This is an optimization exercise on Yosys and OpenROAD, whose aim is small area, a short achievable clock period and few clock cycles, not a production implementation. Function was checked by simulation only, so behaviour that the tests miss may differ from the original.

## run A
// mandelbrot_engine
module mandelbrot_engine (
	input logic tb_clk,
	input logic rst_n,
	input logic start,
	input logic [75:0] region,
	input logic [8-1:0] max_iter,
	output logic busy,
	output logic pixel_valid,
	output logic frame_done,
	output logic [23:0] pixel
);
Size: roughly 7600 cells after synthesis, ~990 flip-flops, about 110 I/O pins, ~69000 sq um of cells after synthesis.
Settings: LEC_CHECK=0, ABC_AREA=1, CAP_MARGIN=20, CORE_ASPECT_RATIO=0.5, CORE_MARGIN=2, CORE_UTILIZATION=55, PLACE_DENSITY=0.7, SLEW_MARGIN=70; clock period 15.0 ns.
standard.sh (not shown) runs the stock make flow with config.mk's settings and CLKGATE_MAP_FILE= SYNTH_SCRIPT=/design/flow/synth_recipe.tcl, a recipe that flattens the netlist after the stock synthesis.
==> flow/flow/run.sh <==
#!/bin/bash
# The standard layout (standard.sh), with two changes: the port buffers
# on buf_2 instead of the default delay buffer, and Yosys's synth run with
# -noabc, so its quick ABC pass does not rewrite the adder trees before ORFS
# extracts full adders (the final ABC mapping still runs). The constraints
# and the clock period are the standard flow's.
set -euo pipefail
export BUFFER_PORTS_ARGS="-buffer_cell sky130_fd_sc_hd__buf_2"
export SYNTH_ARGS="-noabc"
bash standard.sh > standard.log 2>&1
Testbench counts of run A, summed over its fixed seeds: cycles 117,479.
[inputs] run B vs run A
- CTS_CLUSTER_DIAMETER newly set to 100
- CORE_ASPECT_RATIO changed from 0.5 to 0.25
- CTS_CLUSTER_SIZE newly set to 24
Results
- Having completed the whole flow, run B delivered a layout that passed the timing, DRC and antenna checks.
- [compare] base=run A new=run B: vias after detailed routing has increased; via count of the first global-routing pass has increased.
- The global-route wire length before repair of run B exceeds that of run A by 8.7%.
- Sort run B and run A by CTS H-tree depth desc -> top: run A
- Growth of design area from synthesis to finish: run B lower than run A
- Run B against run A: setup slack now larger; endpoint arrival time on the critical path now smaller; number of ordinary and repair buffers in the finished layout went up 27; met3 global-route usage up 3.6 points.
- Die area | run B > run A
- Run B ends up with a ratio of final minimum period to clock period that is 0.44 points lower than in run A.
Input-level comparison between run C and run B:
- SLEW_MARGIN now 20, was 70
- CORE_ASPECT_RATIO now 0.5, was 0.25
## What came out
Run C went all the way through the flow, and no timing, DRC or antenna check failed.
Overall track demand over capacity in global routing in run C is 3.2 points lower than in run B
NOTE number of cells in the design after placement run B->run C decreased slightly
Number of stages on the worst hold path across run C and run B: no real change.
On post-route clock period utilization: run C sits above run B.
Min data arrival at the endpoint of the critical path across run C and run B: run B
The cell area number comes out lower for run C vs run B.

---

mandelbrot_engine again, from the RTL that the note above started with.
export LEC_CHECK = 0
export ABC_AREA = 1
export CAP_MARGIN = 40
export CORE_MARGIN = 2
export CORE_UTILIZATION = 55
export CTS_CLUSTER_DIAMETER = 100
export CTS_CLUSTER_SIZE = 24
export PLACE_DENSITY = 0.7
export SLEW_MARGIN = 80
create_clock -name core_clock -period 15.0 [get_ports {tb_clk}]
==> flow/flow/run.sh <==
#!/bin/bash
# The standard layout (standard.sh) with three changes: the port buffers
# on buf_2, the delay buffers marked don't-use so repairs use plain buffers,
# and Yosys's synth run with -noabc, so its quick ABC pass does not rewrite
# the adder trees before ORFS extracts full adders (the final ABC mapping
# still runs). The constraints and the clock period are the standard flow's.
set -euo pipefail
export BUFFER_PORTS_ARGS="-buffer_cell sky130_fd_sc_hd__buf_2"
export DONT_USE_CELLS="sky130_fd_sc_hd__clkdlybuf4s15_1 sky130_fd_sc_hd__clkdlybuf4s15_2 sky130_fd_sc_hd__clkdlybuf4s18_1 sky130_fd_sc_hd__clkdlybuf4s18_2 sky130_fd_sc_hd__clkdlybuf4s25_1 sky130_fd_sc_hd__clkdlybuf4s25_2 sky130_fd_sc_hd__clkdlybuf4s50_1 sky130_fd_sc_hd__clkdlybuf4s50_2"
export SYNTH_ARGS="-noabc"
bash standard.sh > standard.log 2>&1
Testbench counts at the start, summed over its fixed seeds: cycles 117,479.
Next try:
==> flow/flow/run.sh (replaced) <==
#!/bin/bash
# The standard layout (standard.sh), with two changes: the port buffers
# on buf_2 instead of the default delay buffer, and Yosys's synth run with
# -noabc, so its quick ABC pass does not rewrite the adder trees before ORFS
# extracts full adders (the final ABC mapping still runs). The constraints
# and the clock period are the standard flow's.
set -euo pipefail
export BUFFER_PORTS_ARGS="-buffer_cell sky130_fd_sc_hd__buf_2"
export SYNTH_ARGS="-noabc"
bash standard.sh > standard.log 2>&1
Settings changed: CAP_MARGIN 40 to 20, CORE_UTILIZATION 55 to 60, PLACE_DENSITY 0.7 to 0.75, SLEW_MARGIN 80 to 70.
=>
- wire length came out lower by 2.9%
- hold slack gets better by 0.036 ns
- utilization increases by 3.8 points
- clock skew rose by 0.0046 ns
- final area decreases by 2.9%
- synthesized cell count stays the same
- setup slack gets better by 0.010 ns
- sequential share of layout area rose by 0.62 points
Next try:
Settings changed: CORE_ASPECT_RATIO from default to 0.35, CORE_UTILIZATION 60 to 55, PLACE_DENSITY 0.75 to 0.7.
=> The changed run completed with no timing, DRC or antenna violations. Cell area is about the same. Setup slack gains 0.041 ns. Clock skew fell by 0.028 ns. Critical path depth stays the same.
Next try:
Settings changed: CORE_ASPECT_RATIO 0.35 to 0.5, SLEW_MARGIN 70 to 45.
Result: The changed run ran to the end with no violations; count of clock-buffer cells in the layout does not change; synthesized cell count does not change; die area stays flat; setup slack gets better by 0.075 ns; wire length falls by a few percent; non-clock buffer count drops by 23.

---

Starting RTL as in the previous note.
==> flow/config.mk <==
export PLATFORM = sky130hd
export DESIGN_NAME = mandelbrot_engine
export DESIGN_NICKNAME = mandelbrot_engine
export VERILOG_FILES = /design/flow/design.v
export SDC_FILE = /design/flow/constraint.sdc
export NUM_CORES = 4
export LEC_CHECK = 0
export ABC_AREA = 1
export CAP_MARGIN = 20
export CORE_ASPECT_RATIO = 0.5
export CORE_MARGIN = 2
export CORE_UTILIZATION = 55
export CTS_CLUSTER_DIAMETER = 100
export CTS_CLUSTER_SIZE = 24
export PLACE_DENSITY = 0.7
export SLEW_MARGIN = 70
==> flow/constraint.sdc <==
create_clock -name core_clock -period 15.0 [get_ports {tb_clk}]
set_input_delay 3.0000 -clock core_clock [delete_from_list [all_inputs] [get_ports {tb_clk}]]
set_output_delay 3.0000 -clock core_clock [all_outputs]
set_load 0.01 [all_outputs]
==> flow/flow/run.sh <==
#!/bin/bash
# The standard layout (standard.sh), with two changes: the port buffers
# on buf_2 instead of the default delay buffer, and Yosys's synth run with
# -noabc, so its quick ABC pass does not rewrite the adder trees before ORFS
# extracts full adders (the final ABC mapping still runs). The constraints
# and the clock period are the standard flow's.
set -euo pipefail
export BUFFER_PORTS_ARGS="-buffer_cell sky130_fd_sc_hd__buf_2"
export SYNTH_ARGS="-noabc"
bash standard.sh > standard.log 2>&1
Testbench counts at the start, summed over its fixed seeds: cycles 117,479.
Next try:
- CORE_ASPECT_RATIO: 0.5 -> default
=>
- The changed run completed without violations
- utilization decreases by 0.30 points
- clock skew shrinks by 0.016 ns
- cell area increases by 0.49%
- worst setup slack is worse by 0.12 ns
- sequential share of layout area goes down by 0.13 points
- global-route usage rises by 0.46 points
- hold slack loses 0.0061 ns
- register-to-register slack is worse by 0.11 ns

## afterwards: timing with drivers on the ports
The flow's constraints put no driver on any port. The routed layouts listed below were extracted and timed again, unchanged, in two steps. Step 1 assumes that a clkbuf_16 drives the clock port and a buf_2 every other input. Step 2 times the ports against the registers' clock, not the clock port: input delays grow and output delays shrink by t, the midpoint of the rising clock arrivals with the driver on. Three values: ideal ports, drivers, drivers and shift; two values: the first two.
run	t, ns	setup slack, ns	clock arrival spread, ns	worst register clock-pin slew, ns	worst slew at a driven data input, ns
run A	0.802	10.676 / 10.595 / 11.257	0.046 / 0.046	0.07 / 0.07	0.11
run B	0.742	10.742 / 10.666 / 10.803	0.048 / 0.048	0.12 / 0.12	0.15
run C	0.744	10.693 / 10.624 / 10.978	0.060 / 0.060	0.11 / 0.11	0.11
the first run of note 2	0.758	10.618 / 10.538 / 11.136	0.057 / 0.057	0.12 / 0.12	0.05
the second run of note 2	0.754	10.628 / 10.551 / 11.112	0.067 / 0.067	0.11 / 0.11	0.05
the third run of note 2	0.758	10.669 / 10.596 / 11.043	0.033 / 0.033	0.12 / 0.12	0.08
the fourth run of note 2	0.736	10.744 / 10.673 / 10.992	0.035 / 0.035	0.11 / 0.11	0.12
the first run of note 3	0.744	10.720 / 10.650 / 11.254	0.058 / 0.059	0.11 / 0.11	0.11
the second run of note 3	0.764	10.600 / 10.517 / 11.136	0.040 / 0.039	0.11 / 0.11	0.05
After both steps setup and hold are still met in every run listed.
